Background: an optimization exercise with open tools, aiming at small area, a short achievable clock period and few clock cycles per item. Do not read the settings as production practice. At most, simulation tests tie the RTL to the original design; equivalence was not proved.

## chiptune_sound_generator
module chiptune_sound_generator (
  input  logic        clk,
  input  logic        rst_n,
  input  logic        in_valid,
  output logic        in_stall,
  input  logic [1:0]  in_kind,
  input  logic [1:0]  in_voice,
  input  logic [23:0] in_phase_step,
  input  logic [3:0]  in_noise_rate,
  output logic        out_valid,
  input  logic        out_stall,
  output logic signed [15:0] out_sample,
  input  logic        psel,
  input  logic        penable,
  input  logic        pwrite,
  input  logic [4:0]  paddr,
  input  logic [31:0] pwdata,
  output logic [31:0] prdata,
  output logic        pready
);
Size: about 720 flip-flops, ~45000 um2 of cells after synthesis.
Settings: LEC_CHECK=0, ABC_AREA=1, CAP_MARGIN=20, CORE_MARGIN=2, CORE_UTILIZATION=40, CTS_BUF_LIST=sky130_fd_sc_hd__clkbuf_8, SETUP_SLACK_MARGIN=5, SLEW_MARGIN=20; clock period 10.0 ns.
run.sh (not shown) runs the stock make flow with config.mk's settings and CLKGATE_MAP_FILE= SYNTH_SCRIPT=/design/flow/synth_recipe.tcl, a recipe that flattens the netlist after the stock synthesis.
The starting point finished with timing, DRC and antenna clean.
Testbench counts at the start, summed over its fixed seeds: cycles 9,670, items 7,530.
Next try:
--- a/flow/design.v
+++ b/flow/design.v
@@ -116,31 +116,13 @@
       6'd60: p_t = 25'h1e19a09;
       6'd61: p_t = 25'h1e19a09;
       6'd62: p_t = 25'h1e0c340;
       6'd63: p_t = 25'h1e0c340;
       default: p_t = '0;
     endcase
-    case (c_n)
-      4'd0: p_td = 19'h47c13;
-      4'd1: p_td = 19'h4878c;
-      4'd2: p_td = 19'h49304;
-      4'd3: p_td = 19'h49e7c;
-      4'd4: p_td = 19'h4a9f5;
-      4'd5: p_td = 19'h4b56d;
-      4'd6: p_td = 19'h4c0e5;
-      4'd7: p_td = 19'h4cc5e;
-      4'd8: p_td = 19'h4d7d6;
-      4'd9: p_td = 19'h4e34f;
-      4'd10: p_td = 19'h4eec7;
-      4'd11: p_td = 19'h4fa3f;
-      4'd12: p_td = 19'h505b8;
-      4'd13: p_td = 19'h51130;
-      4'd14: p_td = 19'h51ca9;
-      4'd15: p_td = 19'h52821;
-      default: p_td = '0;
-    endcase
+    p_td = 19'({19'h52821, 19'h51ca9, 19'h51130, 19'h505b8, 19'h4fa3f, 19'h4eec7, 19'h4e34f, 19'h4d7d6, 19'h4cc5e, 19'h4c0e5, 19'h4b56d, 19'h4a9f5, 19'h49e7c, 19'h49304, 19'h4878c, 19'h47c13} >> (19 * c_n));
     p_s1  = p_g0 ^ p_g1 ^ p_g2;
     p_c1  = ((p_g0 & p_g1) | (p_g0 & p_g2) | (p_g1 & p_g2)) << 1;
     p_r0s = p_s1 ^ p_c1 ^ p_t;
     p_r0c = ((p_s1 & p_c1) | (p_s1 & p_t) | (p_c1 & p_t)) << 1;
     p_dhi = p_td[18:8] + {1'b0, c_a};
     p_d   = {3'd0, p_dhi, p_td[7:0], 3'd0};
@@ -408,49 +390,14 @@
     endcase
     f_p   = {4'b0, f_psq} + f_x;
     f_a   = f_p + f_ka;
     f_b   = f_p + f_kb;
     f_sum = f_neg ? f_b : f_a;
   end
-  always_comb begin
-    case (b6_sq)
-      5'd0: f_psq = 12'd0;
-      5'd1: f_psq = 12'd139;
-      5'd2: f_psq = 12'd276;
-      5'd3: f_psq = 12'd409;
-      5'd4: f_psq = 12'd539;
-      5'd5: f_psq = 12'd666;
-      5'd6: f_psq = 12'd790;
-      5'd7: f_psq = 12'd912;
-      5'd8: f_psq = 12'd1030;
-      5'd9: f_psq = 12'd1146;
-      5'd10: f_psq = 12'd1260;
-      5'd11: f_psq = 12'd1371;
-      5'd12: f_psq = 12'd1480;
-      5'd13: f_psq = 12'd1586;
-      5'd14: f_psq = 12'd1690;
-      5'd15: f_psq = 12'd1792;
-      5'd16: f_psq = 12'd1892;
-      5'd17: f_psq = 12'd1990;
-      5'd18: f_psq = 12'd2086;
-      5'd19: f_psq = 12'd2179;
-      5'd20: f_psq = 12'd2272;
-      5'd21: f_psq = 12'd2362;
-      5'd22: f_psq = 12'd2450;
-      5'd23: f_psq = 12'd2537;
-      5'd24: f_psq = 12'd2622;
-      5'd25: f_psq = 12'd2706;
-      5'd26: f_psq = 12'd2788;
-      5'd27: f_psq = 12'd2868;
-      5'd28: f_psq = 12'd2947;
-      5'd29: f_psq = 12'd3025;
-      5'd30: f_psq = 12'd3101;
-      5'd31: f_psq = 12'd0;
-      default: f_psq = '0;
-    endcase
-  end
+  localparam logic [383:0] PSQ = {12'd0, 12'd3101, 12'd3025, 12'd2947, 12'd2868, 12'd2788, 12'd2706, 12'd2622, 12'd2537, 12'd2450, 12'd2362, 12'd2272, 12'd2179, 12'd2086, 12'd1990, 12'd1892, 12'd1792, 12'd1690, 12'd1586, 12'd1480, 12'd1371, 12'd1260, 12'd1146, 12'd1030, 12'd912, 12'd790, 12'd666, 12'd539, 12'd409, 12'd276, 12'd139, 12'd0};
+  assign f_psq = PSQ[12*b6_sq +: 12];
   assign f_v = b6_v;
 endmodule
 module csg_div #(
   parameter integer WT = 25,
   parameter integer L  = 22,
   parameter integer T  = 1
Result:
- The changed run completed with no timing, DRC or antenna violations
- worst setup slack loses 0.053 ns
- via count decreases by about 0.8%
- design area decreases by 1.6%
- clock-buffer cell count decreases by 8
Testbench counts after the change, summed over its fixed seeds: cycles 9,670, items 7,530.


chiptune_sound_generator, a different RTL version from the one above (not shown whole).
Size in the first run: ~5100 cells after synthesis, ~130 I/O pins, about 0.048 mm² of cells after synthesis.
clock: 10.0 ns
lec_check: 0
abc_area: 1
abc_clock_period_in_ps: 4000
cap_margin: 20
core_margin: 2
core_utilization: 40
cts_buf_list: sky130_fd_sc_hd__clkbuf_4 sky130_fd_sc_hd__clkbuf_8
setup_slack_margin: 5
slew_margin: 20
Testbench counts at the start, summed over its fixed seeds: cycles 9,670, items 7,530.
Change:
--- a/flow/design.v
+++ b/flow/design.v
@@ -524,34 +524,32 @@
   endfunction
   logic [1:0] duty_a_r, duty_b_r;
   logic [3:0] env_per0_r, env_per1_r, env_per2_r;
   logic [23:0] sq_phase0_r, sq_phase1_r, sq_step0_r, sq_step1_r;
   logic [23:0] tri_phase_r, tri_step_r;
   logic        tri_on_r;
   logic [8:0]  env0_r, env1_r, env2_r;
   logic [14:0] nz_shift_r;
   logic [3:0]  nz_rate_r;
   logic [11:0] nz_count_r;
-  logic        o_kv;
-  logic [15:0] o_ks;
   logic        out_valid_r;
   logic signed [15:0] out_sample_r;
   logic [3:0]  prdata_r;
   logic in_acc, cfg_wr, adv, cap;
-  assign in_stall = o_kv;
-  assign in_acc   = in_valid && !o_kv;
+  assign in_stall = out_valid_r && out_stall;
+  assign in_acc   = in_valid && !in_stall;
   assign cap      = in_acc && (in_kind == 2'd0);
   assign pready   = 1'b1;
   assign cfg_wr   = psel && penable && pwrite;
   assign out_valid  = out_valid_r;
   assign out_sample = out_sample_r;
-  assign adv      = !o_kv;
+  assign adv      = !in_stall;
   always_ff @(posedge clk) begin
     if (!rst_n) begin
       duty_a_r   <= 2'd1;
       duty_b_r   <= 2'd2;
       env_per0_r <= 4'd12;
       env_per1_r <= 4'd9;
       env_per2_r <= 4'd2;
     end else if (cfg_wr) begin
       case (paddr[4:2])
         3'd0: duty_a_r   <= pwdata[1:0];
@@ -650,21 +648,20 @@
             2'd0: env0_r[8:5] <= 4'd0;
             2'd1: env1_r[8:5] <= 4'd0;
             2'd2: tri_on_r <= 1'b0;
             default: env2_r[8:5] <= 4'd0;
           endcase
         end
       endcase
     end
   end
   logic       c_v;
-  logic       o_free;
   logic [4:0] c_s;
   logic [9:0] c_a;
   logic [3:0] c_n;
   logic       c_sg;
   logic [10:0] sg_sum;
   logic       sg_new;
   always_comb begin
     case (env2_r[8:5])
       4'd0: sg_sum = {1'b0, tri_a} + 11'h700;
       4'd1: sg_sum = {1'b0, tri_a} + 11'h70b;
@@ -695,27 +692,18 @@
       c_s  <= s_new;
       c_a  <= tri_a;
       c_n  <= lvl_n;
       c_sg <= sg_new;
     end
   end
   logic        f_v;
   logic signed [15:0] f_sum;
   csg_mix u_mix (.clk(clk), .rst_n(rst_n), .adv(adv), .c_v(c_v), .c_s(c_s), .c_a(c_a),
                  .c_n(c_n), .c_sg(c_sg), .f_v(f_v), .f_sum(f_sum));
-  assign o_free = !out_valid_r || !out_stall;
   always_ff @(posedge clk) begin
-    if (!rst_n) begin
-      out_valid_r <= 1'b0;
-      o_kv        <= 1'b0;
-    end else if (o_free) begin
-      out_valid_r <= o_kv || f_v;
-      o_kv        <= 1'b0;
-    end else if (adv && f_v) begin
-      o_kv        <= 1'b1;
-    end
+    if (!rst_n)   out_valid_r <= 1'b0;
+    else if (adv) out_valid_r <= f_v;
   end
   always_ff @(posedge clk) begin
-    if (o_free) out_sample_r <= o_kv ? o_ks : f_sum;
-    if (!o_free && adv) o_ks <= f_sum;
+    if (adv) out_sample_r <= f_sum;
   end
 endmodule
Effect: Register-to-register slack gains 0.15 ns; setup slack loses 0.015 ns; die area drops by 3.8%; design area drops by 3.7%; utilization drops by 0.14 points; critical path depth drops by 10; worst hold slack gains 0.024 ns; routed wire length drops by 5.9%; maximum frequency drops by 0.31%.
Only the layout flow was run in the second run of this note; the RTL was not checked for function there.

## what the ideal ports hide
No port has a modelled driver above. Below, the same layouts with a new extraction and two added sets of constraints. Step 1, drivers: a clkbuf_16 drives clk and a buf_2 each remaining input, both assumed. Step 2 times the ports against the registers' clock, not the clock port: input delays grow and output delays shrink by t, the midpoint of the rising clock arrivals with the driver on. Three values: no drivers, after step 1, after step 2; two values: the first two.
run	t (ns)	setup WS [ns]	worst data-port slew with drivers (ns)
the first run of note 1	0.851	5.129 / 5.107 / 4.744	0.09
the second run of note 1	0.823	5.076 / 5.055 / 4.596	0.12
the first run of note 2	0.880	5.290 / 5.290 / 5.290	0.07
the second run of note 2	0.851	5.275 / 5.254 / 4.593	0.04
After both steps every run listed still meets setup and hold. For the second run of note 2, which loses most, drivers alone change the setup slack by -0.021 ns; drivers and shift together by -0.682 ns.
